What follows belongs to an exercise in optimizing a design on an open flow for small area; a production flow would make more cautious choices.
Only simulation tests tie the RTL to the original design; equivalence was not proved.
Power and IR drop assume default switching activity.

File: design.v
`default_nettype none
package oq_stats_pkg;
  localparam int data_width = 32;
  localparam int addr_width = 8;
  typedef logic [data_width-1:0] word_t;
  typedef logic [addr_width-1:0] reg_addr_t;
  localparam reg_addr_t ctrl_addr  = 8'd0;    
  localparam reg_addr_t ipd_addr   = 8'd1;
  localparam reg_addr_t stats_base = 8'd16;   
  localparam reg_addr_t rcv_base   = 8'd64;   
  localparam int        stats_per_queue = 8;
  typedef struct packed {
    logic  stored;
    logic  removed;
    logic  dropped;
    word_t bytes_removed;   
  } q_event_t;
  typedef struct packed {
    word_t pkt_stored;
    word_t bytes_stored;
    word_t pkt_removed;
    word_t bytes_removed;
    word_t pkt_dropped;
    word_t bytes_dropped;
    word_t pkt_in_queue;
    word_t bytes_in_queue;
  } q_stats_t;
endpackage
`default_nettype wire
`default_nettype none
module usec_timer #(
  parameter int usec_div = 125
) (
  input  wire                 axi_aclk,
  input  wire                 axi_resetn,
  output logic [31:0]         usec_time
);
  localparam int               div_w    = (usec_div > 1) ? $clog2(usec_div) : 1;
  localparam logic [div_w-1:0] div_last = div_w'(usec_div - 1);
  logic [div_w-1:0] div_cnt;
  logic             tick;
  always_ff @(posedge axi_aclk) begin
    if (!axi_resetn) begin
      div_cnt <= '0;
      tick    <= 1'b0;
    end else if (div_cnt == div_last) begin
      div_cnt <= '0;
      tick    <= 1'b1;
    end else begin
      div_cnt <= div_cnt + 1'b1;
      tick    <= 1'b0;
    end
  end
  wire [32:0] c;
  wire [31:0] nxt;
  assign c[0] = tick;
  for (genvar i = 0; i < 32; i++) begin : g_inc
    assign nxt[i]  = usec_time[i] ^ c[i];
    assign c[i+1]  = usec_time[i] & c[i];
  end
  always_ff @(posedge axi_aclk) begin
    if (!axi_resetn) begin
      usec_time <= '0;
    end else begin
      usec_time <= nxt;   
    end
  end
endmodule
`default_nettype wire
`default_nettype none
module acc32 #(
  parameter int CH = 11
) (
  input  wire              axi_aclk,
  input  wire              z,
  input  wire [31:0]       b,
  output logic [31:0]      s_q,      
  output wire  [31:0]      c_vec     
);
  logic [31:0] pc_q;    
  wire  [32:0] c;
  wire  [31:0] sum;
  wire  [31:0] s_g = s_q & {32{~z}};
  for (genvar i = 0; i < 32; i++) begin : g_bit
    wire a_i = s_g[i];
    wire cin;
    if (i == 0) begin : g_c0
      assign cin = 1'b0;
    end else if (i % CH == 0) begin : g_cp
      assign cin = pc_q[i] & ~z;
    end else begin : g_cr
      assign cin = c[i];
    end
    assign sum[i] = a_i ^ b[i] ^ cin;
    assign c[i+1] = (a_i & b[i]) | (cin & (a_i ^ b[i]));
    if (i > 0 && i % CH == 0) begin : g_pc
      always_ff @(posedge axi_aclk) pc_q[i] <= c[i];
      assign c_vec[i] = pc_q[i];
    end else begin : g_npc
      assign c_vec[i] = 1'b0;
    end
  end
  always_ff @(posedge axi_aclk) s_q <= sum;
endmodule
module cnt32 (
  input  wire              axi_aclk,
  input  wire              z,
  input  wire              ci,
  output logic [31:0]      s_q
);
  wire [32:0] c;      
  wire [31:0] nxt;
  wire        zn  = ~z;
  wire        c0z = ci & zn;
  wire        c0n = ~ci & zn;
  assign c[0] = ci;
  assign c[1] = s_q[0] & c0z;
  assign nxt[0] = (s_q[0] & zn) ? ~ci : ci;
  for (genvar i = 1; i < 32; i++) begin : g_bit
    wire cz = c[i] & zn;
    wire cn = ~(c[i] | z);
    assign nxt[i]  = s_q[i] ? cn : cz;
    if (i < 31) begin : g_c
      assign c[i+1] = s_q[i] & c[i];
    end
  end
  assign c[32] = 1'b0;
  always_ff @(posedge axi_aclk) s_q <= nxt;
endmodule
module queue_stats #(
  parameter int CHB = 11    
) (
  input  wire              axi_aclk,
  input  wire              z,
  input  wire              cnt_en,          
  input  wire [34:0]       q_event,
  input  wire [31:0]       bytes_stored,
  input  wire [31:0]       bytes_dropped,
  output wire [6*32-1:0]   f_s,             
  output wire [6*32-1:0]   f_c,
  output logic [31:0]      rp_s,            
  output logic [31:0]      rp_c,
  output logic             s_prev,          
  output logic             r_prev           
);
  wire st = q_event[34] & cnt_en;
  wire rm = q_event[33] & cnt_en;
  wire dr = q_event[32] & cnt_en;
  cnt32 u_ps (.axi_aclk(axi_aclk), .z(z), .ci(st), .s_q(f_s[0*32 +: 32]));
  acc32 #(.CH(CHB)) u_bs (.axi_aclk(axi_aclk), .z(z), .b(bytes_stored & {32{st}}),
    .s_q(f_s[1*32 +: 32]), .c_vec(f_c[1*32 +: 32]));
  cnt32 u_pr (.axi_aclk(axi_aclk), .z(z), .ci(rm), .s_q(f_s[2*32 +: 32]));
  acc32 #(.CH(CHB)) u_br (.axi_aclk(axi_aclk), .z(z), .b(q_event[31:0] & {32{rm}}),
    .s_q(f_s[3*32 +: 32]), .c_vec(f_c[3*32 +: 32]));
  cnt32 u_pd (.axi_aclk(axi_aclk), .z(z), .ci(dr), .s_q(f_s[4*32 +: 32]));
  acc32 #(.CH(CHB)) u_bd (.axi_aclk(axi_aclk), .z(z), .b(bytes_dropped & {32{dr}}),
    .s_q(f_s[5*32 +: 32]), .c_vec(f_c[5*32 +: 32]));
  assign f_c[0*32 +: 32] = '0;
  assign f_c[2*32 +: 32] = '0;
  assign f_c[4*32 +: 32] = '0;
  always_ff @(posedge axi_aclk) begin
    rp_s   <= f_s[3*32 +: 32];
    rp_c   <= f_c[3*32 +: 32];
    s_prev <= st;
    r_prev <= rm;
  end
endmodule
`default_nettype wire
`default_nettype none
module rcv_time_log #(
  parameter int num_rcv_time = 8
) (
  input  wire                                      axi_aclk,
  input  wire                                      axi_resetn,
  input  wire                                      pkt_stored,
  input  wire [31:0]                               usec_time,
  output logic [num_rcv_time*32-1:0]               entries
);
  localparam int               idx_w    = (num_rcv_time > 1) ? $clog2(num_rcv_time) : 1;
  localparam logic [idx_w-1:0] idx_last = idx_w'(num_rcv_time - 1);
  logic [idx_w-1:0] wr_idx;   
  always_ff @(posedge axi_aclk) begin
    if (!axi_resetn) begin
      wr_idx <= '0;
    end else if (pkt_stored) begin
      wr_idx <= (wr_idx == idx_last) ? '0 : wr_idx + 1'b1;
    end
  end
  always_ff @(posedge axi_aclk) begin
    if (!axi_resetn) begin
      entries <= '0;
    end else if (pkt_stored) begin
      entries[wr_idx*32 +: 32] <= usec_time;
    end
  end
endmodule
`default_nettype wire
`default_nettype none
module stats_regs #(
  parameter int num_queues   = 5,
  parameter int num_rcv_time = 8
) (
  input  wire                                         axi_aclk,
  input  wire                                         axi_resetn,
  input  wire [7:0]                                   reg_addr,
  input  wire                                         reg_wr,
  input  wire                                         reg_rd,
  input  wire [31:0]                                  reg_wdata,
  output logic [31:0]                                 reg_rdata,
  output logic                                        reg_rd_ack,
  output logic                                        clear_cntrs,
  output logic [31:0]                                 ipd_value,
  input  wire                                         z,        
  input  wire                                         dz,       
  input  wire                                         rz,       
  input  wire [num_queues*6*32-1:0]                   f_s,      
  input  wire [num_queues*6*32-1:0]                   f_c,      
  input  wire [num_queues*32-1:0]                     rp_s,
  input  wire [num_queues*32-1:0]                     rp_c,
  input  wire [num_queues-1:0]                        s_prev,
  input  wire [num_queues-1:0]                        r_prev,
  input  wire [31:0]                                  a_prev,
  input  wire [num_rcv_time*32-1:0]                   rcv_entries
);
  always_ff @(posedge axi_aclk) begin
    if (!axi_resetn) begin
      clear_cntrs <= 1'b0;
      ipd_value   <= '0;
    end else if (reg_wr) begin
      if (reg_addr == oq_stats_pkg::ctrl_addr) begin
        clear_cntrs <= reg_wdata[0];
      end
      if (reg_addr == oq_stats_pkg::ipd_addr) begin
        ipd_value <= reg_wdata;
      end
    end
  end
  wire [2:0] k     = reg_addr[2:0];
  wire       in_q  = (k[2:1] == 2'b11);               
  wire [2:0] f     = in_q ? {2'b00, k[0]} : k;        
  wire       hit_s = (reg_addr[7:6] == 2'b00) && (reg_addr[5:4] != 2'b00) &&
                     (reg_addr[5:3] != 3'b111);       
  wire       en1   = hit_s && !(in_q ? dz : z);
  wire       en2   = hit_s && in_q && !dz;
  wire       hit_l = (reg_addr[7:3] == 5'b01000);     
  logic [31:0] m1_s, m1_c, m2_s, m2_c, op3;
  logic        sp, rpv;
  always_comb begin
    m1_s = '0; m1_c = '0; m2_s = '0; m2_c = '0; sp = 1'b0; rpv = 1'b0;
    for (int i = 0; i < num_queues; i++) begin
      for (int j = 0; j < 6; j++) begin
        if (en1 && reg_addr[5:3] == 3'(i + 2) && f == 3'(j)) begin
          m1_s = m1_s | f_s[(i*6+j)*32 +: 32];
          m1_c = m1_c | f_c[(i*6+j)*32 +: 32];
        end
      end
      if (en2 && reg_addr[5:3] == 3'(i + 2)) begin
        if (!k[0]) begin
          m2_s = m2_s | f_s[(i*6+2)*32 +: 32];
          m2_c = m2_c | f_c[(i*6+2)*32 +: 32];
        end else if (!rz) begin
          m2_s = m2_s | rp_s[i*32 +: 32];
          m2_c = m2_c | rp_c[i*32 +: 32];
        end
        sp   = sp  | s_prev[i];
        rpv  = rpv | r_prev[i];
      end
    end
    for (int i = 0; i < num_rcv_time; i++) begin
      if (hit_l && k == 3'(i)) m1_s = m1_s | rcv_entries[i*32 +: 32];
    end
    if (reg_addr == oq_stats_pkg::ctrl_addr) m1_s[0] = m1_s[0] | clear_cntrs;
    if (reg_addr == oq_stats_pkg::ipd_addr)  m1_s = m1_s | ipd_value;
    if (k[0]) op3 = sp ? a_prev : 32'd0;
    else      op3 = {{31{rpv & ~sp}}, sp ^ rpv};
  end
  wire [31:0] rd_word = m1_s + m1_c - m2_s - m2_c - op3;
  always_ff @(posedge axi_aclk) begin
    if (!axi_resetn) begin
      reg_rd_ack <= 1'b0;
    end else begin
      reg_rd_ack <= reg_rd;   
    end
  end
  always_ff @(posedge axi_aclk) begin
    reg_rdata <= rd_word;
  end
endmodule
`default_nettype wire
`default_nettype none
module oq_stats_top #(
  parameter int num_queues   = 5,     
  parameter int usec_div     = 125,   
  parameter int watch_queue  = 3,
  parameter int num_rcv_time = 8,
  parameter int chunk_bytes  = 11     
) (
  input  wire                         axi_aclk,
  input  wire                         axi_resetn,
  input  wire [num_queues*35-1:0]     q_events,
  input  wire [31:0]                  bytes_stored,
  input  wire [31:0]                  bytes_dropped,
  input  wire [7:0]                   reg_addr,
  input  wire                         reg_wr,
  input  wire                         reg_rd,
  input  wire [31:0]                  reg_wdata,
  output wire [31:0]                  reg_rdata,
  output wire                         reg_rd_ack,
  output wire [31:0]                  ipd_value
);
  wire [31:0]                 usec_time;
  wire                        clear_cntrs;
  wire [num_rcv_time*32-1:0]  rcv_entries;
  wire [num_queues*6*32-1:0]  f_s, f_c;
  wire [num_queues*32-1:0]    rp_s, rp_c;
  wire [num_queues-1:0]       s_prev, r_prev;
  logic        z, dz, rz;
  logic [31:0] a_prev;   
  always_ff @(posedge axi_aclk) begin
    z      <= !axi_resetn || clear_cntrs;
    dz     <= !axi_resetn;
    rz     <= z;
    a_prev <= bytes_stored;
  end
  usec_timer #(
    .usec_div (usec_div)
  ) u_usec_timer (
    .axi_aclk   (axi_aclk),
    .axi_resetn (axi_resetn),
    .usec_time  (usec_time)
  );
  for (genvar q = 0; q < num_queues; q++) begin : g_queue
    queue_stats #(
      .CHB (chunk_bytes)
    ) u_queue_stats (
      .axi_aclk      (axi_aclk),
      .z             (z),
      .cnt_en        (!clear_cntrs),
      .q_event       (q_events[q*35 +: 35]),
      .bytes_stored  (bytes_stored),
      .bytes_dropped (bytes_dropped),
      .f_s           (f_s[q*192 +: 192]),
      .f_c           (f_c[q*192 +: 192]),
      .rp_s          (rp_s[q*32 +: 32]),
      .rp_c          (rp_c[q*32 +: 32]),
      .s_prev        (s_prev[q]),
      .r_prev        (r_prev[q])
    );
  end
  rcv_time_log #(
    .num_rcv_time (num_rcv_time)
  ) u_rcv_time_log (
    .axi_aclk   (axi_aclk),
    .axi_resetn (axi_resetn),
    .pkt_stored (q_events[watch_queue*35 + 34]),
    .usec_time  (usec_time),
    .entries    (rcv_entries)
  );
  stats_regs #(
    .num_queues   (num_queues),
    .num_rcv_time (num_rcv_time)
  ) u_stats_regs (
    .axi_aclk    (axi_aclk),
    .axi_resetn  (axi_resetn),
    .reg_addr    (reg_addr),
    .reg_wr      (reg_wr),
    .reg_rd      (reg_rd),
    .reg_wdata   (reg_wdata),
    .reg_rdata   (reg_rdata),
    .reg_rd_ack  (reg_rd_ack),
    .clear_cntrs (clear_cntrs),
    .ipd_value   (ipd_value),
    .z           (z),
    .dz          (dz),
    .rz          (rz),
    .f_s         (f_s),
    .f_c         (f_c),
    .rp_s        (rp_s),
    .rp_c        (rp_c),
    .s_prev      (s_prev),
    .r_prev      (r_prev),
    .a_prev      (a_prev),
    .rcv_entries (rcv_entries)
  );
endmodule
`default_nettype wire
File: run.sh
#!/bin/bash
# synth_recipe.tcl (not shown) runs the flow's synth.tcl, then flattens the netlist and writes it again
# the make line also repeats each setting of config.mk as NAME=value (left out here)
make -C /OpenROAD-flow-scripts/flow DESIGN_CONFIG=/design/flow/config.mk WORK_HOME=/design/flow/orfs CLKGATE_MAP_FILE= SYNTH_SCRIPT=/design/flow/synth_recipe.tcl finish
File: config.mk
export PLATFORM = sky130hd
export DESIGN_NAME = oq_stats_top
export DESIGN_NICKNAME = oq_stats_top
export VERILOG_FILES = /design/flow/design.v
export SDC_FILE = /design/flow/constraint.sdc
export NUM_CORES = 4
export LEC_CHECK = 0
export CAP_MARGIN = 20
export CORE_MARGIN = 2
export CORE_UTILIZATION = 55
export SLEW_MARGIN = 20
File: constraint.sdc
create_clock -name core_clock -period 8.0 [get_ports {axi_aclk}]
set_input_delay 1.6000 -clock core_clock [delete_from_list [all_inputs] [get_ports {axi_aclk}]]
set_output_delay 1.6000 -clock core_clock [all_outputs]
set_load 0.01 [all_outputs]
==> results.sh, run 1 <==
export IMPL_outcome="complete, no violations"
export IMPL_drtIter0Drc=10900
export IMPL_crit_top_cell="buf_4"
export IMPL_gp_congestion=1.08
export IMPL_worstMarginPinSlew_ps=1180
export IMPL_vias=67100
export IMPL_synth_mux_area_frac=0.00502
export IMPL_netlist_area_sq_um=76500
export IMPL_power_frac_comb=0.118
export IMPL_synth_top_area_share=0.411
export IMPL_grt_pass1_wl_um=479000
export IMPL_root_buffer="clkbuf_16"
export IMPL_arrival_ps=8540
export IMPL_fin_nets=9271
export IMPL_synth_compound_area_frac=0.125
export IMPL_maxSlewHeadroom=0.212
export IMPL_final_cell_area_sq_um=90700
export IMPL_die_height_um=377
export IMPL_io_buffer_count=347
export IMPL_synth_xor_area_frac=0.0598
export IMPL_hold_class="reg2reg"
export IMPL_path_clk_slew_ps=60
export IMPL_syn_nets=8762
export IMPL_period_minus_slack_ps=7850
export IMPL_cp_top_family="simple AND/OR/NAND/NOR gates"
export IMPL_syn2layout_area_growth_pct=18.6
export IMPL_yosysMostFrequentCell="dfxtp_1"
export IMPL_period_share=0.981
export IMPL_slowest_delay_ps=940
export IMPL_synth_top_family_by_area="simple AND/OR/NAND/NOR gates"
export IMPL_grt_overflow=0
export IMPL_ys_seq_area_frac=0.411
export IMPL_grt_usage=0.483
export IMPL_synth_edf_count=0
export IMPL_setup_viol=0
export IMPL_cp_required_ps=8690
export IMPL_yosys_area_share_simple=0.207
export IMPL_max_freq_mhz=127
export IMPL_initial_core_util=0.556
export IMPL_cts_hold_buffers_added=0
export IMPL_synth_main_ff_cell="dfxtp_1"
export IMPL_clk_latency_ps=830
export IMPL_ys_seq_elements=1570
export IMPL_cp_end_kind="flop"
export IMPL_drcViolationCount=0
export IMPL_yosysUniqueCellTypes=68
export IMPL_seq_area_sq_um=31400
export IMPL_grt_setup_unrepaired="no"
export IMPL_power_leakage_nw=36.6
export IMPL_worst_setup_path_type="in2reg"
export IMPL_critPathSlowestCell="nor3_1"
export IMPL_drive_above_1_share=0.104
export IMPL_cts_htree_levels=4
export IMPL_syn_area_per_cell_sq_um=9.74
export IMPL_worstPathMaxFanout=7
export IMPL_yosysTopAreaCell="dfxtp_1"
export IMPL_die_x_um=377
export IMPL_fp_row_count=136
export IMPL_critPathBufInv=9
export IMPL_first_pass_iters=9
export IMPL_numCtsBuffers=168
export IMPL_die_area_sq_um=142000
export IMPL_p_per_area_nw_per_um2=239
export IMPL_multi_input_area_sq_um=42200
export IMPL_p_int_w=0.0150
export IMPL_hold_depth=0
export IMPL_synth_area_leaders="dfxtp_1 41%, fa_1 13%, a22oi_1 4.7%, nor2_1 4.2%, nor2b_1 4.0%"
export IMPL_cts_tree="built"
export IMPL_pin_count=348
export IMPL_ys_async_sr_fraction=0
export IMPL_preCtsSetupSlack_ps=-334
export IMPL_wl_per_cell_um=33.7
export IMPL_antenna_found_initial=66
export IMPL_fin_ws_ps=152
export IMPL_p_seq_frac=0.496
export IMPL_ir_worst_vdd_mv=0.201
export IMPL_finClkSkew_ps=23.9
export IMPL_dpl_instance_area_sq_um=84700
export IMPL_worstSetupStartpointType="input pin"
export IMPL_final_util=0.659
export IMPL_grt_max_degree=201
export IMPL_yosysWarnings=7
export IMPL_reg2regPathDepth=17
export IMPL_crit_cells=28
export IMPL_via_per_inst=6.49
export IMPL_pwr_share_clk=0.386
export IMPL_maxSlewViolCount=0
export IMPL_hpwl_um=274000
export IMPL_fillers=11000
export IMPL_clock_path_buffers=3
export IMPL_synth_adder_area_share=0.151
export IMPL_syn_inst=7849
export IMPL_clkSinkCount=1570
export IMPL_switching_share=0.306
export IMPL_grt_pass1_vias=62600
export IMPL_switchingPower_w=0.00662
export IMPL_hold_viol=0
export IMPL_antenna_left=0
export IMPL_wirelength_um=349000
export IMPL_drv_cap=0
export IMPL_core_sq_um=138000
export IMPL_synth_commonest_cells="1,570 x dfxtp_1, 846 x nor2_1, 492 x nor2b_1"
==> state kept, by name, indices dropped and copies added (netlist names), 3 cells and up <==
signal / flops
u_rcv_time_log.entries: 256
g_queue.u_queue_stats.rp_s: 160
g_queue.u_queue_stats.u_bd.s_q: 160
g_queue.u_queue_stats.u_br.s_q: 160
g_queue.u_queue_stats.u_bs.s_q: 160
g_queue.u_queue_stats.u_pd.s_q: 160
g_queue.u_queue_stats.u_pr.s_q: 160
g_queue.u_queue_stats.u_ps.s_q: 160
a_prev: 32
u_stats_regs.ipd_value: 32
u_stats_regs.reg_rdata: 32
u_usec_timer.usec_time: 32
g_queue.u_queue_stats.rp_c: 10
g_queue.u_queue_stats.u_bd.pc_q: 10
g_queue.u_queue_stats.u_br.pc_q: 10
g_queue.u_queue_stats.u_bs.pc_q: 10
u_usec_timer.div_cnt: 7
g_queue.u_queue_stats.r_prev: 5
g_queue.u_queue_stats.s_prev: 5
u_rcv_time_log.wr_idx: 3
==> path summary, 6_finish.rpt <==
| kind | startpoint | endpoint | slack [ps] |
|---|---|---|---|
| setup / recovery | reg_addr[4] | u_stats_regs.reg_rdata[29] | 150 |
| hold / removal | g_queue[4].u_queue_stats.u_br.s_q[28] | g_queue[4].u_queue_stats.rp_s[28] | 440 |
| setup reg to reg | u_stats_regs.clear_cntrs | g_queue[1].u_queue_stats.u_bs.s_q[21] | 1070 |
| hold reg to reg | g_queue[4].u_queue_stats.u_br.s_q[28] | g_queue[4].u_queue_stats.rp_s[28] | 440 |
==> kinds of logic (layout without fill, tap and decap cells) <==
kind of cell | Yosys count | in the layout
and+or+nand+nor | 3006 | 3006
DFF | 1570 | 1570
AOI/OAI and AO/OA | 1254 | 1254
buffers and inverters | 829 | 1475
adders and majority gates | 630 | 630
xor gates and xnor gates | 522 | 522
muxes | 38 | 38
other | 0 | 45
==> stage by stage <==
stage | setup TNS, ps | std cells | hold WS (ps) | power [W]
after floorplan | 0 | 7849 | 343 | 0.0110
after detailed placement | -1860 | 9980 | 429 | 0.0131
final | 0 | 10300 | 443 | 0.0216
after global placement | -1720 | 9980 | 434 | 0.0130
after CTS | 0 | 10300 | 435 | 0.0213
after global routing | 0 | 10300 | 446 | 0.0221
==> what timing repair did <==
| action | in CTS | in global routing |
|---|---|---|
| endpoints found under the setup margin | 0 | 1 |
| resized for setup | 0 | 1 |
| buffers inserted | 0 | 0 |
==> metal layers <==
layer,track usage,share of wire
met5,0.00926,0.0026
met4,0.211,0.052
met3,0.275,0.18
met2,0.619,0.38
met1,0.648,0.39
==> cell type report <==
cell class              count  share of cell area
diodes                     45             0.00124
clock buffers             234              0.0538
clock inverters            73              0.0111
inverters                 350              0.0146
multi-input cells        5450               0.465
flip-flops and latches   1570               0.347
well taps                1794              0.0248
repair buffers            818              0.0828
==> power groups by stage <==
stage	Sequential (W)	Clock (W)	Combinational, W
detailed placement	0.0106	0	0.00248
floorplan	0.00950	0	0.00151
global route	0.0107	0.00866	0.00280
finish	0.0107	0.00835	0.00255
CTS	0.0105	0.00833	0.00252
global placement	0.0106	0	0.00236
==> cell usage in the layout (no fill, tap or decap), types with 149 or more instances in the layout <==
cell type / n
nor2b_1: 475
clkdlybuf4s50_1: 346
nor2_1: 836
xor2_1: 245
inv_1: 349
a22oi_1: 482
a21oi_1: 149
nand2_1: 477
a221oi_1: 213
dfxtp_1: 1568
a22o_1: 167
clkbuf_16: 173
buf_4: 429
xnor2_1: 277
nand2b_1: 151
and2_1: 446
nand4_1: 153
fa_1: 484
==> inputs of run 2 (changes only) <==
--- a/config.mk
+++ b/config.mk
@@ -9,3 +9,5 @@
 export CORE_MARGIN = 2
 export CORE_UTILIZATION = 55
+export CTS_BUF_LIST = sky130_fd_sc_hd__clkbuf_4
+export CTS_CLUSTER_SIZE = 20
 export SLEW_MARGIN = 20
==> run 2 against run 1 <==
Sequential power about the same. Area after synthesis unchanged. Register-to-register slack about the same. Final cell count is 3.8% higher. Global-route usage up 0.075 points. First-iteration DRC count rose by 1.7%. Clock power down 16%.
==> results.sh, run 2 <==
export IMPL_outcome="complete, no violations"
export IMPL_p_per_area_nw_per_um2=226
export IMPL_worst_r2r_setup_slack_ps=1060
export IMPL_worstMarginPinSlew_ps=1230
export IMPL_root_buffer="clkbuf_4"
export IMPL_fp_row_count=136
export IMPL_synth_area_leaders="dfxtp_1 41%, fa_1 13%, a22oi_1 4.7%, nor2_1 4.2%, nor2b_1 4.0%"
export IMPL_maxSlewHeadroom=0.172
export IMPL_whs_ps=387
export IMPL_cts_setup_buffers=0
export IMPL_ctsResizeCount=0
export IMPL_gp_congestion=1.08
export IMPL_cp_top_family="compound AO/OA/AOI/OAI gates"
export IMPL_pin_count=348
export IMPL_hpwl_um=274000
export IMPL_wirelength_um=350000
export IMPL_period_share=0.917
export IMPL_top_register="u_rcv_time_log.entries"
export IMPL_fillers=11300
export IMPL_fin_nets=9526
export IMPL_die_area_sq_um=142000
export IMPL_worst_setup_path_type="in2reg"
export IMPL_synth_commonest_cells="1,570 x dfxtp_1, 846 x nor2_1, 492 x nor2b_1"
export IMPL_antenna_left=0
export IMPL_max_freq_mhz=136
export IMPL_drcViolationCount=0
export IMPL_drive_above_1_share=0.138
export IMPL_yosysUniqueCellTypes=68
export IMPL_synth_edf_count=0
export IMPL_setup_tns_final_ps=0
export IMPL_syn_inst=7849
export IMPL_setup_viol=0
export IMPL_yosysTopAreaCell="dfxtp_1"
export IMPL_drv_cap=0
export IMPL_cts_tree="built"
export IMPL_power_leakage_nw=36.7
export IMPL_syn_area_per_cell_sq_um=9.74
export IMPL_path_clk_slew_ps=70
export IMPL_io_buffer_count=347
export IMPL_seq_area_sq_um=31400
export IMPL_worstHoldStart="g_queue[2].u_queue_stats.u_br.s_q[5]"
export IMPL_initial_core_util=0.556
export IMPL_layout_common_cells="1,568 x dfxtp_1, 836 x nor2_1, 609 x clkbuf_4"
export IMPL_die_height_um=377
export IMPL_grt_max_degree=201
export IMPL_hold_end="g_queue[2].u_queue_stats.rp_s[5]"
export IMPL_arrival_ps=8560
export IMPL_cts_htree_levels=5
export IMPL_netlist_area_sq_um=76500
export IMPL_yosysMostFrequentCell="dfxtp_1"
export IMPL_preCtsSetupSlack_ps=-334
export IMPL_vias=68700
export IMPL_ir_worst_vdd_mv=0.147
export IMPL_crit_top_cell="buf_4"
export IMPL_period_minus_slack_ps=7330
export IMPL_die_x_um=377
export IMPL_grt_pass1_wl_um=481000
export IMPL_numCtsBuffers=423
export IMPL_wl_per_cell_um=32.6
export IMPL_regToRegStartpoint="u_stats_regs.clear_cntrs"
export IMPL_hold_viol=0
export IMPL_synth_top_area_share=0.411
export IMPL_clkSinkCount=1570
export IMPL_r2r_end="g_queue[1].u_queue_stats.u_bs.s_q[21]"
export IMPL_yosysWarnings=7
export IMPL_syn2layout_area_growth_pct=17.4
export IMPL_hold_class="reg2reg"
export IMPL_grt_pass1_vias=64100
export IMPL_clk_latency_ps=1380
export IMPL_core_sq_um=138000
export IMPL_grt_overflow=0
export IMPL_reg2regPathDepth=17
export IMPL_worstPathMaxFanout=9
export IMPL_multi_input_area_sq_um=42200
export IMPL_cp_end_kind="flop"
export IMPL_drtIter0Drc=11100
export IMPL_finClkSkew_ps=99.0
export IMPL_critPathBufInv=7
export IMPL_worstSetupStartpointType="input pin"
export IMPL_fin_ws_ps=666
export IMPL_cts_hold_buffers_added=0
export IMPL_largest_reg_flops=256
export IMPL_first_pass_iters=9
export IMPL_synth_main_ff_cell="dfxtp_1"
export IMPL_final_common_cell="dfxtp_1"
export IMPL_ys_async_sr_fraction=0
export IMPL_grt_setup_unrepaired="no"
export IMPL_antenna_found_initial=58
export IMPL_slowest_delay_ps=600
export IMPL_via_per_inst=6.40
export IMPL_cp_required_ps=9230
export IMPL_ys_seq_area_frac=0.411
export IMPL_maxSlewViolCount=0
export IMPL_critPathSlowestCell="fa_1"
export IMPL_ys_seq_elements=1570
export IMPL_hold_depth=0
export IMPL_syn_nets=8762
export IMPL_grt_usage=0.483
export IMPL_clock_path_buffers=4
==> run 2: changes by cell type in the layout (fill, tap and decap cells not counted), sizes merged <==
| cell | previous run | this run |
|---|---|---|
| clkinv | 36 | 69 |
| diode | 45 | 52 |
| clkbuf | 236 | 609 |
| bufinv | 18 | 4 |
| clkinvlp | 9 | 2 |
| inv | 360 | 356 |
==> run 2: per-layer routing <==
layer | share of wire | routed length (um) | global-route usage
met1 | 0.39 | 137000 | 0.653
met2 | 0.38 | 132000 | 0.623
met3 | 0.18 | 62800 | 0.270
met4 | 0.049 | 17100 | 0.209
met5 | 0.0020 | 714 | 0
==> run 2: how the worst max path moves through the flow <==
stage	to	from	slack, ps	cells after the start
floorplan	u_stats_regs.reg_rdata[30]	reg_addr[3]	480	28
global placement	u_stats_regs.reg_rdata[30]	reg_addr[1]	-370	29
detailed placement	u_stats_regs.reg_rdata[30]	reg_addr[1]	-330	29
CTS	u_stats_regs.reg_rdata[30]	reg_addr[1]	1070	30
global route	u_stats_regs.reg_rdata[29]	reg_addr[1]	500	27
finish	u_stats_regs.reg_rdata[29]	reg_addr[1]	670	27
==> run 2: logic make-up (layout without fill, tap and decap cells) <==
| group | Yosys count | after routing | synth area share |
|---|---|---|---|
| fa+ha+maj | 630 | 630 | 0.151 |
| buf+inv | 829 | 1856 | 0.0416 |
| flops | 1570 | 1570 | 0.411 |
| compound gates | 1254 | 1254 | 0.125 |
| simple gates | 3006 | 3006 | 0.207 |
| xor+xnor | 522 | 522 | 0.0598 |
| other cells | 0 | 52 | 0 |
| mux | 38 | 38 | 0.00502 |
==> run 2: final cells by class <==
type	count	area share
Multi-Input combinational cell	5450	0.470
Sequential cell	1570	0.350
Timing Repair Buffer	818	0.0836
Clock buffer	607	0.0507
Tap cell	1794	0.0250
Inverter	350	0.0147
Clock inverter	81	0.00472
Antenna cell	52	0.00145
==> run 2: per-stage QoR <==
stage          power [W]  cells  utilization  area [sq um]
6_report          0.0203  10700        0.652         89800
5_1_grt           0.0209  10700        0.652         89700
4_1_cts           0.0200  10700        0.651         89700
3_5_place_dp      0.0131   9980        0.615         84700
3_3_place_gp      0.0130   9980        0.615         84700
2_1_floorplan     0.0110   7849            -         76500
==> run 2: power breakdown <==
group / switching [W] / total [W] / internal, W
clock: 0.00346 / 0.00702 / 0.00356
combinational: 0.00134 / 0.00255 / 0.00120
sequential: 0.00180 / 0.0107 / 0.00894
total: 0.00660 / 0.0203 / 0.0137
==> inputs of run 3 (changes only) <==
==> flow/run.sh (new file) <==
#!/bin/bash
# Standard layout (bash standard.sh, unchanged synthesis, floorplan, power grid and
# routing) with these choices passed through the environment:
#  - the port buffers are buf_1 cells (the standard flow picks a delay buffer);
#  - CTS uses clkbuf_4/clkbuf_8 and inserts no dummy loads.
# The full output of the run goes to standard.log in the work folder; ORFS keeps
# each step's own log under orfs/logs/.
set -euo pipefail
export BUFFER_PORTS_ARGS="-buffer_cell sky130_fd_sc_hd__buf_1"
export CTS_ARGS="-sink_clustering_enable -repair_clock_nets -dont_use_dummy_load -buf_list {sky130_fd_sc_hd__clkbuf_4 sky130_fd_sc_hd__clkbuf_8}"
bash standard.sh > standard.log 2>&1
==> standard.sh (new file) <==
#!/bin/bash
# synth_recipe.tcl (not shown) runs the flow's synth.tcl, then flattens the netlist and writes it again
# the make line also repeats each setting of config.mk as NAME=value (left out here)
make -C /OpenROAD-flow-scripts/flow DESIGN_CONFIG=/design/flow/config.mk WORK_HOME=/design/flow/orfs CLKGATE_MAP_FILE= SYNTH_SCRIPT=/design/flow/synth_recipe.tcl "${@:-finish}"
--- a/config.mk
+++ b/config.mk
@@ -9,5 +9,4 @@
 export CORE_MARGIN = 2
 export CORE_UTILIZATION = 55
-export CTS_BUF_LIST = sky130_fd_sc_hd__clkbuf_4
-export CTS_CLUSTER_SIZE = 20
+export SETUP_SLACK_MARGIN = 0.15
 export SLEW_MARGIN = 20
removed: run.sh
==> run 3 against run 2 <==
Fmax down 3.3%. Non-clock buffer count down 117. Sequential power barely moved. Sequential share of layout area grew 1.7 points. Critical path depth fell by 2. Flip-flop and latch count is the same. Setup slack worse by 250 ps. Largest power group unchanged.
==> results.sh, run 3 <==
export IMPL_outcome="complete, no violations"
export IMPL_fin_ws_ps=416
export IMPL_largest_reg_flops=256
export IMPL_final_common_cell="dfxtp_1"
export IMPL_synth_main_ff_cell="dfxtp_1"
export IMPL_setup_viol=0
export IMPL_synth_top_area_share=0.411
export IMPL_antenna_found_initial=63
export IMPL_gp_congestion=1.12
export IMPL_setup_tns_final_ps=0
export IMPL_maxSlewHeadroom=0.189
export IMPL_hpwl_um=273000
export IMPL_ys_seq_area_frac=0.411
export IMPL_yosysWarnings=7
export IMPL_root_buffer="clkbuf_8"
export IMPL_wl_per_cell_um=33.9
export IMPL_syn_area_per_cell_sq_um=9.74
export IMPL_vias=66400
export IMPL_drcViolationCount=0
export IMPL_core_sq_um=138000
export IMPL_drtIter0Drc=10600
export IMPL_use_met2=0.611
export IMPL_cp_end_kind="flop"
export IMPL_drv_cap=0
export IMPL_hold_viol=0
export IMPL_grt_max_degree=129
export IMPL_max_freq_mhz=132
export IMPL_ir_worst_vdd_mv=0.180
export IMPL_met3_usage=0.262
export IMPL_clk_latency_ps=1020
export IMPL_die_x_um=377
export IMPL_busiest_layer="met1"
export IMPL_via_per_inst=6.51
export IMPL_worstSetupStartpointType="input pin"
export IMPL_die_height_um=377
export IMPL_period_minus_slack_ps=7580
export IMPL_grt_overflow=0
export IMPL_cts_tree="built"
export IMPL_worstMarginPinSlew_ps=1210
export IMPL_worst_setup_path_type="in2reg"
export IMPL_antenna_left=0
export IMPL_cp_required_ps=8860
export IMPL_io_buffer_count=347
export IMPL_fp_row_count=136
export IMPL_hold_class="reg2reg"
export IMPL_ys_async_sr_fraction=0
export IMPL_layout_common_cells="1,568 x dfxtp_1, 836 x nor2_1, 484 x fa_1"
export IMPL_ys_seq_elements=1570
export IMPL_worstPathMaxFanout=21
export IMPL_die_area_sq_um=142000
export IMPL_use_met1=0.654
export IMPL_power_leakage_nw=34.2
export IMPL_arrival_ps=8440
export IMPL_yosysTopAreaCell="dfxtp_1"
export IMPL_grt_usage=0.478
export IMPL_finClkSkew_ps=83.9
export IMPL_yosysMostFrequentCell="dfxtp_1"
export IMPL_wirelength_um=345000
export IMPL_maxSlewViolCount=0
export IMPL_fin_nets=9273
export IMPL_syn2layout_area_growth_pct=12.0
export IMPL_top_register="u_rcv_time_log.entries"
export IMPL_grt_pass1_wl_um=473000
export IMPL_drive_above_1_share=0.0928
export IMPL_preCtsSetupSlack_ps=-349
export IMPL_initial_core_util=0.556
export IMPL_period_share=0.948
export IMPL_grt_setup_unrepaired="no"
export IMPL_power_w=0.0194
export IMPL_cts_htree_levels=5
export IMPL_first_pass_iters=9
export IMPL_clock_path_buffers=4
export IMPL_syn_inst=7849
export IMPL_grt_pass1_vias=61300
export IMPL_cts_hold_buffers_added=0
export IMPL_synth_edf_count=0
export IMPL_synth_area_leaders="dfxtp_1 41%, fa_1 13%, a22oi_1 4.7%, nor2_1 4.2%, nor2b_1 4.0%"
export IMPL_path_clk_slew_ps=60
export IMPL_netlist_area_sq_um=76500
export IMPL_synth_commonest_cells="1,570 x dfxtp_1, 846 x nor2_1, 492 x nor2b_1"
export IMPL_pin_count=348
export IMPL_yosysUniqueCellTypes=68
export IMPL_syn_nets=8762
export IMPL_clkSinkCount=1570
export IMPL_p_per_area_nw_per_um2=226
export IMPL_numCtsBuffers=287
run 3: cell counts after synthesis:
Identical to the previous run, type by type.
run 3: path summary, 6_finish.rpt:
path                                                          end  slack [ps]  depth (start not counted)                             startpoint
worst max register to register         u_stats_regs.reg_rdata[30]         720                         22                                      z
worst max-delay path                   u_stats_regs.reg_rdata[30]         420                         25                            reg_addr[5]
worst min-delay path            g_queue[4].u_queue_stats.rp_s[27]         410                          0  g_queue[4].u_queue_stats.u_br.s_q[27]
worst min register to register  g_queue[4].u_queue_stats.rp_s[27]         410                          0  g_queue[4].u_queue_stats.u_br.s_q[27]
run 3: power breakdown:
part           switching [W]  total, W  internal, W
logic                0.00132   0.00232     0.000999
registers            0.00182    0.0108      0.00895
clock network        0.00313   0.00629      0.00317
total                0.00627    0.0194       0.0131
run 3: layout make-up:
class | instances | area [sq um]
tap | 1794 | 2240
fill | 11700 | 52000
timing repair buffer | 701 | 4420
sequential | 1570 | 31400
multi-input combinational | 5450 | 42200
clock buffer | 287 | 3950
antenna | 39 | 97.6
inverter | 350 | 1320
run 3: per-stage QoR:
stage          area, sq um   util  cells  hold WS, ps
2_1_floorplan        76500      -   7849          343
3_3_place_gp         81600  0.593   9865          416
3_5_place_dp         81600  0.593   9865          417
4_1_cts              85500  0.621  10200          388
5_1_grt              85600  0.622  10200          399
6_report             85700  0.622  10200          410
run 3: cell families after synthesis:
| logic type | share of synthesized area |
|---|---|
| AOI/OAI and AO/OA | 0.125 |
| adders and majority gates | 0.151 |
| xor gates and xnor gates | 0.0598 |
| muxes | 0.00502 |
| DFF | 0.411 |
| and+or+nand+nor | 0.207 |
| buffers and inverters | 0.0416 |
run 3: what timing repair did:
action / CTS / global route
resized for setup: 0 / 1
buffers inserted: 0 / 0
setup endpoints to repair: 0 / 1
run 3: critical path, stage by stage:
cell	delay [ps]
buf_1	260
nand3_1	130
o211ai_1	200
buf_4	200
or2_1	140
buf_12	220
nor3_4	100
buf_4	280
buf_4	280
a22oi_1	650
nand4_1	460
nor3_2	560
buf_4	210
fa_1	380
inv_1	70
ha_1	250
ha_1	340
and3_1	210
a32o_1	210
a41oi_1	110
o31ai_1	710
a211oi_1	190
o41ai_1	370
a21oi_1	120
xnor2_1	140
run 3: metal layers:
layer	vias up	part of all wire
met4	50	0.044
li1	27600	-
met2	5010	0.38
met1	33000	0.40
met3	744	0.18
met5	-	0.0011
==> inputs of run 4 (changes only) <==
==> flow/run.sh (replaced) <==
#!/bin/bash
# Standard layout (bash standard.sh, unchanged synthesis, floorplan, power grid and
# routing) with these choices passed through the environment:
#  - the port buffers are buf_1 cells (the standard flow picks a delay buffer);
#  - CTS uses clkbuf_4, clusters of up to 8 sinks within 50 um, and inserts no dummy loads.
# The full output of the run goes to standard.log in the work folder; ORFS keeps
# each step's own log under orfs/logs/.
set -euo pipefail
export BUFFER_PORTS_ARGS="-buffer_cell sky130_fd_sc_hd__buf_1"
export CTS_ARGS="-sink_clustering_enable -repair_clock_nets -dont_use_dummy_load -sink_clustering_size 8 -sink_clustering_max_diameter 50 -buf_list sky130_fd_sc_hd__clkbuf_4"
bash standard.sh > standard.log 2>&1
==> run 4 against run 3 <==
Still clean on timing, DRC and antenna. Clock power shrank 36%. Clock-buffer cell count shrank 61. Final cell count shrank 0.40%. Routed wire length shrank 0.40%. Core utilization shrank 1.6 points. Die area is the same. Synthesized cell count is the same. Clock skew grew 61 ps. Combinational power is essentially flat. Total power shrank 12%. Hold slack gained 18 ps. Critical path depth is the same. Critical path type unchanged. Critical endpoint unchanged. Highest routed layer unchanged.
==> results.sh, run 4 <==
export IMPL_path_clk_slew_ps=90
export IMPL_hpwl_um=273000
export IMPL_worst_r2r_setup_slack_ps=410
export IMPL_wl_per_cell_um=33.9
export IMPL_cts_setup_buffers=0
export IMPL_via_per_inst=6.50
export IMPL_syn_inst=7849
export IMPL_maxSlewHeadroom=0.179
export IMPL_synth_top_area_share=0.411
export IMPL_drv_cap=0
export IMPL_die_height_um=377
export IMPL_yosysUniqueCellTypes=68
export IMPL_fp_row_count=136
export IMPL_worstSetupStartpointType="input pin"
export IMPL_ctsResizeCount=0
export IMPL_dp_cells=9865
export IMPL_crit_start="reg_addr[6]"
export IMPL_grt_pass1_vias=60700
export IMPL_worstPathMaxFanout=21
export IMPL_core_sq_um=138000
export IMPL_arrival_ps=8760
export IMPL_slowest_delay_ps=820
export IMPL_antenna_found_initial=63
export IMPL_grt_usage=0.476
export IMPL_worstMarginPinSlew_ps=1230
export IMPL_outcome="complete, no violations"
export IMPL_cts_hold_buffers_added=0
export IMPL_initial_core_util=0.556
export IMPL_ys_seq_elements=1570
export IMPL_maxSlewViolCount=0
export IMPL_clkSinkCount=1570
export IMPL_ys_async_sr_fraction=0
export IMPL_pin_count=348
export IMPL_grt_setup_unrepaired="no"
export IMPL_cp_end_kind="flop"
export IMPL_drcViolationCount=0
export IMPL_die_x_um=377
export IMPL_max_freq_mhz=132
export IMPL_syn_nets=8762
export IMPL_worst_setup_path_type="in2reg"
export IMPL_period_minus_slack_ps=7600
export IMPL_wirelength_um=344000
export IMPL_cts_htree_levels=4
export IMPL_netlist_area_sq_um=76500
export IMPL_top_register="u_rcv_time_log.entries"
export IMPL_syn2layout_area_growth_pct=9.11
export IMPL_cts_tree="built"
export IMPL_synth_area_leaders="dfxtp_1 41%, fa_1 13%, a22oi_1 4.7%, nor2_1 4.2%, nor2b_1 4.0%"
export IMPL_ir_worst_vdd_mv=0.160
export IMPL_grt_overflow=0
export IMPL_final_cell_count_no_fill=10200
export IMPL_largest_reg_flops=256
export IMPL_grt_pass1_wl_um=470000
export IMPL_final_common_cell="dfxtp_1"
export IMPL_preCtsSetupSlack_ps=-349
export IMPL_crit_top_cell="buf_4"
export IMPL_worstHoldStart="g_queue[2].u_queue_stats.u_br.s_q[6]"
export IMPL_numCtsBuffers=226
export IMPL_first_pass_iters=10
export IMPL_synth_commonest_cells="1,570 x dfxtp_1, 846 x nor2_1, 492 x nor2b_1"
export IMPL_synth_edf_count=0
export IMPL_power_leakage_nw=33.2
export IMPL_finClkSkew_ps=144
export IMPL_die_area_sq_um=142000
export IMPL_synth_main_ff_cell="dfxtp_1"
export IMPL_clock_path_buffers=3
export IMPL_grt_max_degree=129
export IMPL_setup_viol=0
export IMPL_layout_common_cells="1,568 x dfxtp_1, 836 x nor2_1, 484 x fa_1"
export IMPL_drtIter0Drc=10800
export IMPL_syn_area_per_cell_sq_um=9.74
export IMPL_ys_seq_area_frac=0.411
export IMPL_yosysTopAreaCell="dfxtp_1"
export IMPL_clk_latency_ps=1320
export IMPL_period_share=0.950
export IMPL_whs_ps=427
export IMPL_hold_viol=0
export IMPL_vias=66000
export IMPL_root_buffer="clkbuf_4"
export IMPL_cp_required_ps=9160
export IMPL_critPathSlowestCell="nor3_1"
export IMPL_antenna_left=0
export IMPL_hold_class="reg2reg"
export IMPL_yosysWarnings=7
export IMPL_io_buffer_count=347
export IMPL_yosysMostFrequentCell="dfxtp_1"
export IMPL_p_per_area_nw_per_um2=205
export IMPL_gp_congestion=1.12
export IMPL_fin_nets=9212
export IMPL_fin_ws_ps=401
export IMPL_regToRegStartpoint="z"
export IMPL_drive_above_1_share=0.0861
[run 4: cell counts after synthesis]
No cell type changed its count.
[run 4: metrics by stage]
stage | util | setup TNS, ps | cell area (sq um) | power (W)
floorplan | - | 0 | 76500 | 0.0110
global placement | 0.593 | -983 | 81600 | 0.0128
detailed placement | 0.593 | -921 | 81600 | 0.0129
CTS | 0.605 | 0 | 83300 | 0.0168
global route | 0.605 | 0 | 83400 | 0.0176
finish | 0.606 | 0 | 83400 | 0.0171
[run 4: layout make-up]
| class | instances | area (sq um) |
|---|---|---|
| antenna | 59 | 148 |
| clock buffer | 226 | 1700 |
| fill | 12000 | 54200 |
| inverter | 350 | 1320 |
| multi-input combinational | 5450 | 42200 |
| sequential | 1570 | 31400 |
| tap | 1794 | 2240 |
| timing repair buffer | 701 | 4420 |
[run 4: worst max-delay path, delay by kind of cell]
family / cells / cell delay, ps
AO/OA/AOI/OAI: 8 / 2610
AND/OR/NAND/NOR: 6 / 1860
buffers and inverters: 7 / 1520
adder cells (fa/ha/maj): 3 / 970
XOR/XNOR: 1 / 140
[run 4: path summary, 6_finish.rpt]
path	endpoint	cells past startpoint
worst max-delay path	u_stats_regs.reg_rdata[30]	25
worst min-delay path	g_queue[2].u_queue_stats.rp_s[6]	0
worst max register to register	u_stats_regs.reg_rdata[30]	22
worst min register to register	g_queue[2].u_queue_stats.rp_s[6]	0
[run 4: power by group]
part	switching, W	internal [W]	leakage [nW]
clock	0.00276	0.00128	1.04
combinational	0.00133	0.000999	19.3
sequential	0.00182	0.00893	12.9
total	0.00590	0.0112	33.2
[run 4: per-layer routing]
| layer | vias up | share of wire | GRT usage |
|---|---|---|---|
| li1 | 27600 | - | - |
| met1 | 32700 | 0.40 | 0.649 |
| met2 | 5020 | 0.38 | 0.611 |
| met3 | 657 | 0.18 | 0.268 |
| met4 | 46 | 0.039 | 0.187 |
| met5 | - | 0.0019 | 0.00823 |
[run 4: cell families (layout without fill, tap and decap cells)]
kind of cell | Yosys count | in the layout | share of synthesized area
AO/OA/AOI/OAI | 1254 | 1254 | 0.125
XOR/XNOR | 522 | 522 | 0.0598
adder cells (fa/ha/maj) | 630 | 630 | 0.151
buffers and inverters | 829 | 1277 | 0.0416
flip-flops | 1570 | 1570 | 0.411
multiplexers | 38 | 38 | 0.00502
other | 0 | 59 | 0
AND/OR/NAND/NOR | 3006 | 3006 | 0.207
==> inputs of run 5 (changes only) <==
==> flow/run.sh (replaced) <==
#!/bin/bash
# Standard layout (bash standard.sh, unchanged synthesis, floorplan, power grid and
# routing) with these choices passed through the environment:
#  - the port buffers are buf_1 cells (the standard flow picks a delay buffer);
#  - CTS uses clkbuf_4, clusters of up to 6 sinks within 45 um, and inserts no dummy loads.
# The full output of the run goes to standard.log in the work folder; ORFS keeps
# each step's own log under orfs/logs/.
set -euo pipefail
export BUFFER_PORTS_ARGS="-buffer_cell sky130_fd_sc_hd__buf_1"
export CTS_ARGS="-sink_clustering_enable -repair_clock_nets -dont_use_dummy_load -sink_clustering_size 6 -sink_clustering_max_diameter 45 -buf_list sky130_fd_sc_hd__clkbuf_4"
bash standard.sh > standard.log 2>&1
==> run 5 against run 4 <==
Clock skew is 33 ps lower. Non-clock buffer count stayed put. Core utilization is 0.48 points higher. Routed wire length is 0.50% higher. Die area stayed put. Fmax is 1.3% lower. Still clean.
==> results.sh, run 5 <==
export IMPL_ys_seq_elements=1570
export IMPL_fin_ws_ps=303
export IMPL_yosysWarnings=7
export IMPL_p_seq_frac=0.601
export IMPL_final_common_cell="dfxtp_1"
export IMPL_worst_r2r_setup_slack_ps=320
export IMPL_ctsResizeCount=0
export IMPL_ys_async_sr_fraction=0
export IMPL_via_per_inst=6.50
export IMPL_synth_main_ff_cell="dfxtp_1"
export IMPL_drcViolationCount=0
export IMPL_pwr_share_clk=0.269
export IMPL_fp_row_count=136
export IMPL_synth_adder_area_share=0.151
export IMPL_p_per_area_nw_per_um2=213
export IMPL_initial_core_util=0.556
export IMPL_switching_share=0.342
export IMPL_grt_pass1_vias=61700
export IMPL_syn_nets=8762
export IMPL_numCtsBuffers=321
export IMPL_synth_top_family_by_area="simple AND/OR/NAND/NOR gates"
export IMPL_arrival_ps=8840
export IMPL_max_freq_mhz=130
export IMPL_cp_end_kind="flop"
export IMPL_layout_common_cells="1,568 x dfxtp_1, 836 x nor2_1, 484 x fa_1"
export IMPL_fillers=11900
export IMPL_dpl_instance_area_sq_um=81600
export IMPL_yosysTopAreaCell="dfxtp_1"
export IMPL_root_buffer="clkbuf_4"
export IMPL_switchingPower_w=0.00612
export IMPL_period_share=0.962
export IMPL_finClkSkew_ps=111
export IMPL_cts_hold_buffers_added=0
export IMPL_grt_pass1_wl_um=474000
export IMPL_ys_seq_area_frac=0.411
export IMPL_grt_overflow=0
export IMPL_synth_edf_count=0
export IMPL_vias=66500
export IMPL_period_minus_slack_ps=7700
export IMPL_synth_mux_area_frac=0.00502
export IMPL_wl_per_cell_um=33.8
export IMPL_crit_end="u_stats_regs.reg_rdata[30]"
export IMPL_top_register="u_rcv_time_log.entries"
export IMPL_clk_latency_ps=1310
export IMPL_regToRegStartpoint="z"
export IMPL_drv_cap=0
export IMPL_cts_htree_levels=5
export IMPL_final_cell_area_sq_um=84100
export IMPL_antenna_found_initial=57
export IMPL_worstMarginPinSlew_ps=1250
export IMPL_yosys_area_share_simple=0.207
export IMPL_first_pass_iters=9
export IMPL_largest_reg_flops=256
export IMPL_hold_viol=0
export IMPL_worstSetupStartpointType="input pin"
export IMPL_syn2layout_area_growth_pct=9.99
export IMPL_hpwl_um=273000
export IMPL_clock_path_buffers=4
export IMPL_worstPathMaxFanout=21
export IMPL_fin_nets=9307
export IMPL_p_int_w=0.0118
export IMPL_yosysUniqueCellTypes=68
export IMPL_grt_max_degree=129
export IMPL_multi_input_area_sq_um=42200
export IMPL_path_clk_slew_ps=70
export IMPL_antenna_left=0
export IMPL_clkSinkCount=1570
export IMPL_grt_setup_unrepaired="no"
export IMPL_power_leakage_nw=33.7
export IMPL_setup_viol=0
export IMPL_r2r_end="u_stats_regs.reg_rdata[30]"
export IMPL_die_area_sq_um=142000
export IMPL_hold_class="reg2reg"
export IMPL_grt_usage=0.478
export IMPL_synth_compound_area_frac=0.125
export IMPL_maxSlewViolCount=0
export IMPL_syn_area_per_cell_sq_um=9.74
export IMPL_seq_area_sq_um=31400
export IMPL_die_height_um=377
export IMPL_outcome="complete, no violations"
export IMPL_synth_commonest_cells="1,570 x dfxtp_1, 846 x nor2_1, 492 x nor2b_1"
export IMPL_synth_top_area_share=0.411
export IMPL_preCtsSetupSlack_ps=-349
export IMPL_synth_xor_area_frac=0.0598
export IMPL_reg2regPathDepth=22
export IMPL_die_x_um=377
export IMPL_yosysMostFrequentCell="dfxtp_1"
export IMPL_ir_worst_vdd_mv=0.153
export IMPL_netlist_area_sq_um=76500
export IMPL_cts_setup_buffers=0
export IMPL_whs_ps=420
export IMPL_maxSlewHeadroom=0.166
export IMPL_gp_congestion=1.12
export IMPL_drtIter0Drc=10800
export IMPL_worst_setup_path_type="in2reg"
export IMPL_power_w=0.0179
export IMPL_io_buffer_count=347
export IMPL_synth_area_leaders="dfxtp_1 41%, fa_1 13%, a22oi_1 4.7%, nor2_1 4.2%, nor2b_1 4.0%"
export IMPL_power_frac_comb=0.130
export IMPL_pin_count=348
export IMPL_drive_above_1_share=0.0964
export IMPL_syn_inst=7849
export IMPL_crit_start="reg_addr[2]"
export IMPL_wirelength_um=346000
export IMPL_cp_required_ps=9140
export IMPL_cts_tree="built"
export IMPL_core_sq_um=138000
[run 5: cell counts after synthesis]
No cell type changed its count.
[run 5: power groups by stage]
stage	logic, W	clock network, W	registers [W]
detailed placement	0.00228	0	0.0106
global placement	0.00216	0	0.0107
finish	0.00232	0.00482	0.0107
global route	0.00258	0.00515	0.0107
floorplan	0.00151	0	0.00950
CTS	0.00230	0.00482	0.0105
[run 5: through the flow]
stage	utilization	cells	setup TNS [ps]
after floorplan	-	7849	0
after global placement	0.593	9865	-983
after detailed placement	0.593	9865	-921
after CTS	0.610	10200	0
after global routing	0.611	10200	0
final	0.611	10200	0
[run 5: final cells by class]
class                   instances  area share
diodes                         40     0.00119
clock buffers                 321      0.0287
inverters                     350      0.0157
multi-input cells            5450       0.502
flip-flops and latches       1570       0.374
well taps                    1794      0.0267
repair buffers                701      0.0525
[run 5: worst min-delay path by stage]
stage,start,endpoint,cells after the start
finish,g_queue[3].u_queue_stats.u_br.s_q[19],g_queue[3].u_queue_stats.rp_s[19],0
global route,g_queue[3].u_queue_stats.u_br.s_q[19],g_queue[3].u_queue_stats.rp_s[19],0
CTS,g_queue[3].u_queue_stats.u_br.s_q[19],g_queue[3].u_queue_stats.rp_s[19],0
detailed placement,g_queue[4].u_queue_stats.u_br.s_q[27],g_queue[4].u_queue_stats.rp_s[27],0
global placement,g_queue[4].u_queue_stats.u_br.s_q[27],g_queue[4].u_queue_stats.rp_s[27],0
floorplan,g_queue[0].u_queue_stats.u_br.s_q[0],g_queue[0].u_queue_stats.rp_s[0],0
[run 5: cell families after synthesis]
logic type                 Yosys count
xor gates and xnor gates           522
AOI/OAI and AO/OA                 1254
muxes                               38
DFF                               1570
and+or+nand+nor                   3006
adders and majority gates          630
buffers and inverters              829
[run 5: layer usage]
| metal | wire length [um] | track usage | up-vias |
|---|---|---|---|
| met3 | 62300 | 0.263 | 766 |
| met4 | 15000 | 0.194 | 56 |
| met1 | 137000 | 0.655 | 32900 |
| li1 | - | - | 27800 |
| met2 | 131000 | 0.615 | 5047 |
| met5 | 559 | 0 | - |
[run 5: worst max-delay path, stage by stage]
cell and delay [ps]:
buf_1 300, nand2_1 200, mux2_2 270, or2_1 150, buf_12 220, nor3_4 100, buf_4 280, buf_4 270
a22oi_1 710, nand4_1 470, nor3_1 840, buf_4 250, fa_1 380, inv_1 70, ha_1 240, ha_1 350
and3_1 210, a32o_1 200, a41oi_1 110, o31ai_1 740, a211oi_1 190, o41ai_1 370, a21oi_1 130, xnor2_1 140

static timing again, ports no longer ideal:
Ports are ideal in the flow. The routed layouts listed here were re-timed in OpenROAD. Step 1: set_driving_cell puts a clkbuf_16 on axi_aclk and a buf_2 on each other input, an assumption about the parent block. Step 2 times the ports against the registers' clock, not the clock port: input delays grow and output delays shrink by t, the midpoint of the rising clock arrivals with the driver on. Slacks: ideal ports / drivers / drivers and shift; pairs: ideal ports / drivers.
| run | t (ns) | slack for setup (ns) | worst hold slack (ns) |
|---|---|---|---|
| run 1 | 0.899 | 0.152 / 0.212 / -0.688 | 0.443 / 0.443 / 0.443 |
| run 2 | 1.418 | 0.666 / 0.726 / -0.692 | 0.387 / 0.387 / 0.387 |
| run 3 | 1.062 | 0.416 / 0.446 / -0.616 | 0.410 / 0.410 / 0.410 |
| run 4 | 1.325 | 0.401 / 0.405 / -0.917 | 0.427 / 0.422 / 0.427 |
| run 5 | 1.341 | 0.303 / 0.313 / -1.028 | 0.420 / 0.420 / 0.420 |
With both steps, setup timing fails in every run listed, where it was met with ideal ports. The setup slack of run 2, which loses most, moves by +0.060 ns with the drivers and by -1.358 ns with both steps.
